This is an optimization exercise on Yosys and OpenROAD, whose aim is small area, not a production implementation.
At most, simulation tests tie the RTL to the original design; equivalence was not proved.
Power is estimated from default activity; no workload was simulated.

## JK
Design ker_mem_loader, start of the top module:
module ker_mem_loader #(
  parameter int KER_NUM        = 3,
  parameter int KER_WIDTH      = 75,
  parameter int KER_ADDR_BITS  = 11,
  parameter int DRAM_DATA_BITS = 512,
  parameter int DRAM_ADDR_BITS = 29
) (
  input  logic                                i_clk,
  input  logic                                i_rst,
  input  logic                                i_start,
  input  logic [$clog2(KER_NUM)-1:0]          i_ker_sel,
  input  logic [KER_ADDR_BITS:0]              i_ker_height,
  input  logic [DRAM_ADDR_BITS-1:0]           i_dram_base,
  output logic                                o_busy,
  output logic                                o_done,
  output logic                                o_err,
  output logic                                o_dram_rd_req,
  output logic [DRAM_ADDR_BITS-1:0]           o_dram_rd_addr,
  output logic [KER_ADDR_BITS:0]              o_dram_rd_len,
  input  logic                                i_dram_rd_gnt,
  input  logic [DRAM_DATA_BITS-1:0]           i_dram_rd_data,
  input  logic                                i_dram_rd_valid,
  output logic                                o_dram_rd_ready,
  output logic [KER_NUM-1:0]                  o_ker_wr_en,
  output logic [KER_ADDR_BITS-1:0]            o_ker_wr_addr,
  output logic [KER_WIDTH-1:0]                o_ker_wr_data,
  output logic [KER_WIDTH-1:0]                o_ker_checksum
);
Size in the first run: ~1,800 cells after synthesis, ~560 flip-flops, roughly 18,000 um2 of cells after synthesis.
Settings: LEC_CHECK=0, ABC_AREA=1, CAP_MARGIN=20, CORE_MARGIN=2, CORE_UTILIZATION=40, CTS_CLUSTER_DIAMETER=80, CTS_CLUSTER_SIZE=20, SLEW_MARGIN=20; clock period 6.0 ns.
standard.sh (not shown) runs the stock make flow with config.mk's settings and CLKGATE_MAP_FILE= SYNTH_SCRIPT=/design/flow/synth_recipe.tcl, a recipe that flattens the netlist after the stock synthesis.
==> flow/flow/run.sh <==
#!/bin/bash
# Layout: the standard flow, with plain buf_1 cells as the port buffers.
set -euo pipefail
export BUFFER_PORTS_ARGS="-buffer_cell sky130_fd_sc_hd__buf_1"
bash standard.sh > standard_flow.log 2>&1
JK finished every step from synthesis to the final layout, and the layout passed the timing, design-rule and antenna checks.
Here is what was changed in the inputs of MS compared with JK.
Settings: CTS_CLUSTER_DIAMETER changed from 80 to 100; CTS_CLUSTER_SIZE changed from 20 to 30.
==> flow/flow/run.sh <==
#!/bin/bash
# Layout: the standard flow, with plain buf_1 cells as the port buffers and ORFS's
# power recovery (downsizing gates off the critical paths) after global routing.
set -euo pipefail
export BUFFER_PORTS_ARGS="-buffer_cell sky130_fd_sc_hd__buf_1"
export RECOVER_POWER=100
bash standard.sh > standard_flow.log 2>&1
Findings:
For final cycle utilization of the critical path, JK and MS come out practically identical. Wire length on met1 in MS vs JK: up 0.92%. Compared with JK, count of placed standard cells in the final layout, fillers left out in MS decreased slightly. Endpoint of the most critical setup path = r_rem[1]: JK; endpoint of the most critical setup path = r_q[0]: MS. Summary of MS over JK: total power decreased by 4.2% relative to the old numbers; final design instance area without fill decreased by 2.1% relative to the old numbers; clock insertion delay at the later pin of the skew report closely matched the old numbers; slew at the pin closest to its max-slew limit increased by 2.24 ns relative to the old numbers. STATUS run=MS STAGES=ALL_DONE FINAL_CHECKS=FAILED CAUSE=max-capacitance violations, max-slew violations. MS -> JK: worst hold slack across all endpoints flat. Relative to JK, the worst setup slack of MS is higher by 0.0060 ns. Compared with JK, MS shows a lower length in cells of the worst reg-to-reg path. In the metrics for JK and MS, the one carrying the higher part of the power in the clock network is JK.
The following lists how AL was set up differently from MS:
==> flow/flow/run.sh <==
#!/bin/bash
# Layout: the standard flow (standard.sh), with two changes:
#  - synthesis maps the logic with an area-oriented ABC script (flow/area.abc) through
#    flow/my_synth.tcl, which otherwise runs synth_recipe.tcl unchanged;
#  - the port buffers are plain buf_1 cells.
# The whole ORFS output goes to standard_flow.log; ORFS's per-step logs are under orfs/logs.
set -euo pipefail
here=$(pwd)
export BUFFER_PORTS_ARGS="-buffer_cell sky130_fd_sc_hd__buf_1"
export MY_ABC_SCRIPT="$here/flow/area.abc"
export FLOW_SYNTH_TCL="$here/synth_recipe.tcl"
sed -E "s#SYNTH_SCRIPT=[^ ]*synth_recipe\.tcl#SYNTH_SCRIPT=$here/flow/my_synth.tcl#" standard.sh > my_standard.sh
grep -q "SYNTH_SCRIPT=$here/flow/my_synth.tcl" my_standard.sh
bash my_standard.sh > standard_flow.log 2>&1
==> flow/flow/area.abc (new file) <==
strash
&get -n
&dch
&nf -a
&put
==> flow/flow/my_synth.tcl (new file) <==
# The standard synthesis (synth_recipe.tcl, unchanged), with only ABC's combinational
# mapping script replaced by $::env(MY_ABC_SCRIPT). Registers are mapped before ABC runs,
# so they are the standard synthesis's, with the same names and cell types.
proc abc {args} {
  set i [lsearch -exact $args -script]
  if {$i >= 0} {
    lset args [expr {$i + 1}] $::env(MY_ABC_SCRIPT)
  }
  puts "abc (area script) $args"
  yosys abc {*}$args
}
source $::env(FLOW_SYNTH_TCL)
Results
The runs compared here, MS and AL, all ended either early or with open violations.
AL did not run to completion, as it errored out during I/O pin placement.
Synthesized cell count down 248 in AL wrt MS
Compare MS and AL | sequential fraction of the synthesis area lower: MS
In terms of post-synthesis adder-cell area fraction, AL and MS differ only marginally.
In terms of post-synthesis mux area share, AL and MS differ only marginally.
Relative to AL, the following input files were edited for TR:
==> flow/flow/run.sh <==
#!/bin/bash
# Layout: the standard flow, with plain buf_1 cells as the port buffers.
set -euo pipefail
export BUFFER_PORTS_ARGS="-buffer_cell sky130_fd_sc_hd__buf_1"
bash standard.sh > standard_flow.log 2>&1
removed: flow/flow/area.abc
removed: flow/flow/my_synth.tcl
Results
- TR: flow completed, timing, DRC and antenna clean
- The xor-xnor portion of the synthesized cell area reported for TR is smaller than that of AL by 0.38 points.
- [compare] base=AL new=TR: horizontal die dimension higher, initial cell density of the core fell 0.21 points, fraction of the mapped netlist area in adder cells flat, number of cells produced by synthesis has increased.
- Fraction of synthesis flops using an asynchronous set or reset pin essentially unchanged between TR and AL.
- Comparing overall die height for AL and TR, the smaller number came from AL.
- Against AL, TR reports a share of synthesized cell area in and, or, nand and nor gates that is higher.
- Comparing AL with TR, the proportion of synthesized area in mux cells came out essentially unchanged.
- Compare AL and TR | average cell area after synthesis higher: AL
Function was not checked in any run of this note: the RTL went through the layout flow alone.

* * *

ker_mem_loader, a different RTL version from the one above (not shown whole).
For scale: ~560 flip-flops, roughly 770 I/O pins, roughly 0.017 sq mm of cells after synthesis.
clock: 6.0 ns
lec_check: 0
abc_area: 1
cap_margin: 20
core_area: 5 5 265 265
cts_cluster_diameter: 100
cts_cluster_size: 30
die_area: 0 0 270 270
place_density: 0.8
slew_margin: 20
==> flow/flow/run.sh <==
#!/bin/bash
# Layout: the standard flow (standard.sh), with two changes:
#  - synthesis maps the logic with an area-oriented ABC script (flow/area.abc) through
#    flow/my_synth.tcl, which otherwise runs synth_recipe.tcl unchanged;
#  - the port buffers are plain buf_1 cells.
# The whole ORFS output goes to standard_flow.log; ORFS's per-step logs are under orfs/logs.
set -euo pipefail
here=$(pwd)
export BUFFER_PORTS_ARGS="-buffer_cell sky130_fd_sc_hd__buf_1"
export MY_ABC_SCRIPT="$here/flow/area.abc"
export FLOW_SYNTH_TCL="$here/synth_recipe.tcl"
sed -E "s#SYNTH_SCRIPT=[^ ]*synth_recipe\.tcl#SYNTH_SCRIPT=$here/flow/my_synth.tcl#" standard.sh > my_standard.sh
grep -q "SYNTH_SCRIPT=$here/flow/my_synth.tcl" my_standard.sh
bash my_standard.sh > standard_flow.log 2>&1
==> flow/flow/area.abc <==
strash
dch
&get -n
&dch -f
&nf -a -A 6 -E 6
&put
==> flow/flow/my_synth.tcl <==
# The standard synthesis (synth_recipe.tcl, unchanged), with only ABC's combinational
# mapping script replaced by $::env(MY_ABC_SCRIPT). Registers are mapped before ABC runs,
# so they are the standard synthesis's, with the same names and cell types.
proc abc {args} {
  set i [lsearch -exact $args -script]
  if {$i >= 0} {
    lset args [expr {$i + 1}] $::env(MY_ABC_SCRIPT)
  }
  puts "abc (area script) $args"
  yosys abc {*}$args
}
source $::env(FLOW_SYNTH_TCL)
Edit:
--- a/flow/config.mk
+++ b/flow/config.mk
@@ -9,7 +9,6 @@
 export CAP_MARGIN = 20
 export CORE_AREA = 5 5 265 265
-export CTS_CLUSTER_DIAMETER = 100
+export CTS_CLUSTER_DIAMETER = 150
 export CTS_CLUSTER_SIZE = 30
 export DIE_AREA = 0 0 270 270
-export PLACE_DENSITY = 0.8
 export SLEW_MARGIN = 20
After rerunning: The changed run went through all stages and came out clean. Wire length went up by about 1.7%. Sequential power went down by about 0.8%. Worst hold slack gets better by 0.0091 ns. Global-route usage went up by 0.35 points. Sequential share of layout area went up by 0.33 points. Area after synthesis is unchanged. Total power went down by 1.4%. Combinational power went up by about 1%. Design area went down by 0.61%.
Edit:
--- a/flow/config.mk
+++ b/flow/config.mk
@@ -9,5 +9,5 @@
 export CAP_MARGIN = 20
 export CORE_AREA = 5 5 265 265
-export CTS_CLUSTER_DIAMETER = 150
+export CTS_CLUSTER_DIAMETER = 100
 export CTS_CLUSTER_SIZE = 30
 export DIE_AREA = 0 0 270 270
The new run went through all stages and came out clean.
Power came out higher by 0.47%.
Die area does not change.
Wire length barely changes.
Count of clock-buffer cells in the layout rises by 1.
Core utilization hardly moves.
Clock skew went up by 0.027 ns.
Flip-flop and latch count does not change.

* * *

== trial 24 ==
The RTL this note starts from:
==> flow/design.v <==
module ker_mem_loader #(
  parameter int KER_NUM        = 3,
  parameter int KER_WIDTH      = 75,
  parameter int KER_ADDR_BITS  = 11,
  parameter int DRAM_DATA_BITS = 512,
  parameter int DRAM_ADDR_BITS = 29
) (
  input  logic                                i_clk,
  input  logic                                i_rst,
  input  logic                                i_start,
  input  logic [$clog2(KER_NUM)-1:0]          i_ker_sel,
  input  logic [KER_ADDR_BITS:0]              i_ker_height,
  input  logic [DRAM_ADDR_BITS-1:0]           i_dram_base,
  output logic                                o_busy,
  output logic                                o_done,
  output logic                                o_err,
  output logic                                o_dram_rd_req,
  output logic [DRAM_ADDR_BITS-1:0]           o_dram_rd_addr,
  output logic [KER_ADDR_BITS:0]              o_dram_rd_len,
  input  logic                                i_dram_rd_gnt,
  input  logic [DRAM_DATA_BITS-1:0]           i_dram_rd_data,
  input  logic                                i_dram_rd_valid,
  output logic                                o_dram_rd_ready,
  output logic [KER_NUM-1:0]                  o_ker_wr_en,
  output logic [KER_ADDR_BITS-1:0]            o_ker_wr_addr,
  output logic [KER_WIDTH-1:0]                o_ker_wr_data,
  output logic [KER_WIDTH-1:0]                o_ker_checksum
);
  localparam int WPB = DRAM_DATA_BITS / KER_WIDTH;    
  localparam int HW  = KER_ADDR_BITS + 1;
  localparam int QW  = $clog2((1 << KER_ADDR_BITS) / WPB + 1);   
  localparam int CW  = $clog2(WPB + 1);
  localparam int SW  = $clog2(KER_NUM);
  localparam int AW  = DRAM_ADDR_BITS;
  logic                 r_req, r_stream, r_fin;
  logic [SW-1:0]        r_sel;
  logic [QW-1:0]        r_q;           
  logic [CW-1:0]        r_rem;         
  logic [CW-1:0]        r_cnt;         
  logic [KER_ADDR_BITS-1:0] r_addr;
  logic [KER_WIDTH-1:0] r_slot [WPB];
  logic                 r_rst_seen;    
  logic [KER_WIDTH-1:0] r_csum;        
  logic                 w_idle, w_wr, w_more, w_part, w_q_zero, w_last, w_ready, w_acc;
  logic                 w_start, w_empty, w_clr;
  logic [QW-1:0]        w_q;
  logic [CW-1:0]        w_rem;
  logic [KER_WIDTH-1:0] w_d [WPB];
  for (genvar k = 0; k < WPB; k++) begin : g_d
    assign w_d[k] = i_dram_rd_data[k*KER_WIDTH +: KER_WIDTH];
  end
  assign w_idle   = !(r_req | r_stream | r_fin);
  assign w_wr     = (r_cnt != '0);
  assign w_more   = (r_cnt > CW'(1));                  
  assign w_part   = (r_rem != '0);
  assign w_q_zero = (r_q == '0);
  assign w_last   = (r_cnt == CW'(1)) && w_q_zero && !w_part;
  assign w_ready  = r_stream && (!w_q_zero || w_part) && !w_more;
  assign w_acc    = w_ready && i_dram_rd_valid;
  assign w_start  = w_idle && i_start;
  assign w_empty  = (int'(i_ker_sel) >= KER_NUM) || (w_q == '0 && w_rem == '0);   
  always_comb begin
    logic          r1, r0, n1, n0, b;
    logic [HW-2:0] q;
    r1 = 1'b0;
    r0 = 1'b0;
    for (int i = HW - 1; i >= 1; i--) begin
      b      = i_ker_height[i];
      q[i-1] = r1 | (r0 & b);                       
      n1     = (r0 & ~b) | (r1 & b);                
      n0     = (~r1 & ~r0 & b) | (r1 & ~b);         
      r1     = n1;
      r0     = n0;
    end
    w_q   = q[QW-1:0];
    w_rem = {r1, r0, i_ker_height[0]};
  end
  assign o_busy          = !w_idle;
  assign o_done          = r_fin;
  assign o_err           = r_fin && (int'(r_sel) >= KER_NUM);
  assign o_dram_rd_req   = r_req;
  assign o_dram_rd_addr  = r_csum[AW-1:0];
  assign o_dram_rd_len   = HW'(QW'(r_q + QW'(w_part)));
  assign o_dram_rd_ready = w_ready;
  assign o_ker_wr_en     = w_wr ? (KER_NUM'(1) << r_sel) : '0;
  assign o_ker_wr_addr   = r_addr;
  assign o_ker_wr_data   = r_slot[0];
  always_ff @(posedge i_clk or posedge i_rst) begin
    if (i_rst) begin
      r_req    <= 1'b0;
      r_stream <= 1'b0;
      r_fin    <= 1'b0;
      r_cnt    <= '0;
    end else begin
      r_fin <= 1'b0;
      if (w_start) begin
        if (w_empty) r_fin <= 1'b1;
        else         r_req <= 1'b1;
      end
      if (r_req && i_dram_rd_gnt) begin
        r_req    <= 1'b0;
        r_stream <= 1'b1;
      end
      if (w_last) begin
        r_stream <= 1'b0;
        r_fin    <= 1'b1;
      end
      if (w_acc)     r_cnt <= w_q_zero ? r_rem : CW'(WPB);
      else if (w_wr) r_cnt <= r_cnt - CW'(1);
    end
  end
  always_ff @(posedge i_clk) begin
    r_sel  <= w_idle ? i_ker_sel : r_sel;
    r_q    <= w_idle ? w_q : r_q - QW'(w_acc && !w_q_zero);
    r_rem  <= ({CW{w_idle}} & w_rem) | ({CW{!w_idle && !(w_acc && w_q_zero)}} & r_rem);
    r_addr <= w_idle ? '0 : r_addr + KER_ADDR_BITS'(w_wr);
  end
  logic w_load;    
  assign w_load = r_stream && !w_more;
  always_ff @(posedge i_clk) begin
    r_slot[5] <= w_d[5];
    r_slot[4] <= ~(({KER_WIDTH{w_load}} | r_slot[5]) & ({KER_WIDTH{w_more}} | w_d[4]));
    r_slot[3] <= w_more ? ~r_slot[4] : w_d[3];
    r_slot[2] <= ~(({KER_WIDTH{w_load}} | r_slot[3]) & ({KER_WIDTH{w_more}} | w_d[2]));
    r_slot[1] <= w_more ? ~r_slot[2] : w_d[1];
    r_slot[0] <= ({KER_WIDTH{w_acc}} & w_d[0]) | ({KER_WIDTH{w_more}} & r_slot[1]);
  end
  always_ff @(posedge i_clk or posedge i_rst) begin
    if (i_rst) r_rst_seen <= 1'b1;
    else       r_rst_seen <= 1'b0;
  end
  assign w_clr = r_rst_seen || w_start || (r_req && i_dram_rd_gnt);
  always_ff @(posedge i_clk or posedge i_rst) begin
    if (i_rst)      r_csum <= '0;
    else if (w_clr) r_csum <= (w_start && !w_empty) ? KER_WIDTH'(i_dram_base) : '0;
    else            r_csum <= r_csum ^ r_slot[0];
  end
  assign o_ker_checksum = r_csum;
endmodule
==> flow/config.mk <==
export PLATFORM = sky130hd
export DESIGN_NAME = ker_mem_loader
export DESIGN_NICKNAME = ker_mem_loader
export VERILOG_FILES = /design/flow/design.v
export SDC_FILE = /design/flow/constraint.sdc
export NUM_CORES = 4
export LEC_CHECK = 0
export ABC_AREA = 1
export CAP_MARGIN = 5
export CORE_AREA = 5 5 265 265
export CTS_CLUSTER_DIAMETER = 150
export CTS_CLUSTER_SIZE = 30
export DIE_AREA = 0 0 270 270
export SLEW_MARGIN = 5
==> flow/constraint.sdc <==
create_clock -name core_clock -period 6.0 [get_ports {i_clk}]
set_input_delay 1.2000 -clock core_clock [delete_from_list [all_inputs] [get_ports {i_clk}]]
set_output_delay 1.2000 -clock core_clock [all_outputs]
set_load 0.01 [all_outputs]
Scripts as last shown in full above: flow/flow/run.sh, flow/flow/area.abc, flow/flow/my_synth.tcl
Trial 24: full flow OK, the timing, design-rule and antenna checks passed
The inputs of trial 74 differ from those of trial 24 as listed below.
- CAP_MARGIN: 5 -> 20
- SLEW_MARGIN: 5 -> 20
## What came out
- Trial 74 completed every stage of the flow, and the final layout passed the timing, design-rule and antenna checks.
- Reported for trial 74 and trial 24, share of the clock period used by the worst path after layout turned out identical to the last digit.
- Diff trial 74..trial 24 | width of the chip | unchanged
- Reported for trial 74 and trial 24, mean number of vias per cell turned out identical to the last digit.
- Reported for trial 74 and trial 24, switching power summed over all nets turned out identical to the last digit.
- The filler cell count of trial 24 and that of trial 74 are within noise of each other.

==> afterwards: timing with drivers on the ports <==
In the flow no input, the clock included, has a driving cell. The finished layouts below were timed again as built, in two steps.
Step 1, drivers: a clkbuf_16 drives i_clk and a buf_2 each remaining input, both assumed.
Step 2 moves the port delays by t, midway between the first and last clock arrival at a register: inputs arrive t later, outputs are due t later. That takes back most of the time a late clock gives input paths.
Three values: ideal, step 1, step 2; two values: the first two.
| run | t (ns) | slack for setup (ns) | worst setup path at the end | clock arrival spread, ns | worst slew at a driven data input, ns |
|---|---|---|---|---|---|
| JK | 0.604 | 0.296 / 0.319 / -0.285 | input to register | 0.026 / 0.026 | 0.12 |
| MS | 0.612 | 0.302 / 0.325 / -0.287 | input to register | 0.024 / 0.024 | 0.12 |
| TR | 0.613 | 0.305 / 0.328 / -0.285 | input to register | 0.024 / 0.024 | 0.12 |
| the first run of note 2 | 0.637 | 1.087 / 1.116 / 0.479 | input to register | 0.036 / 0.036 | 0.16 |
| the second run of note 2 | 0.615 | 1.327 / 1.312 / 0.698 | input to register | 0.035 / 0.035 | 0.09 |
| the third run of note 2 | 0.613 | 1.335 / 1.323 / 0.709 | input to register | 0.061 / 0.061 | 0.09 |
| trial 24 | 0.617 | 1.101 / 1.123 / 0.506 | input to register | 0.034 / 0.034 | 0.17 |
| trial 74 | 0.617 | 1.101 / 1.123 / 0.506 | input to register | 0.034 / 0.034 | 0.17 |
For the second run of note 2, which loses most, drivers alone change the setup slack by -0.015 ns; drivers and shift together by -0.629 ns.
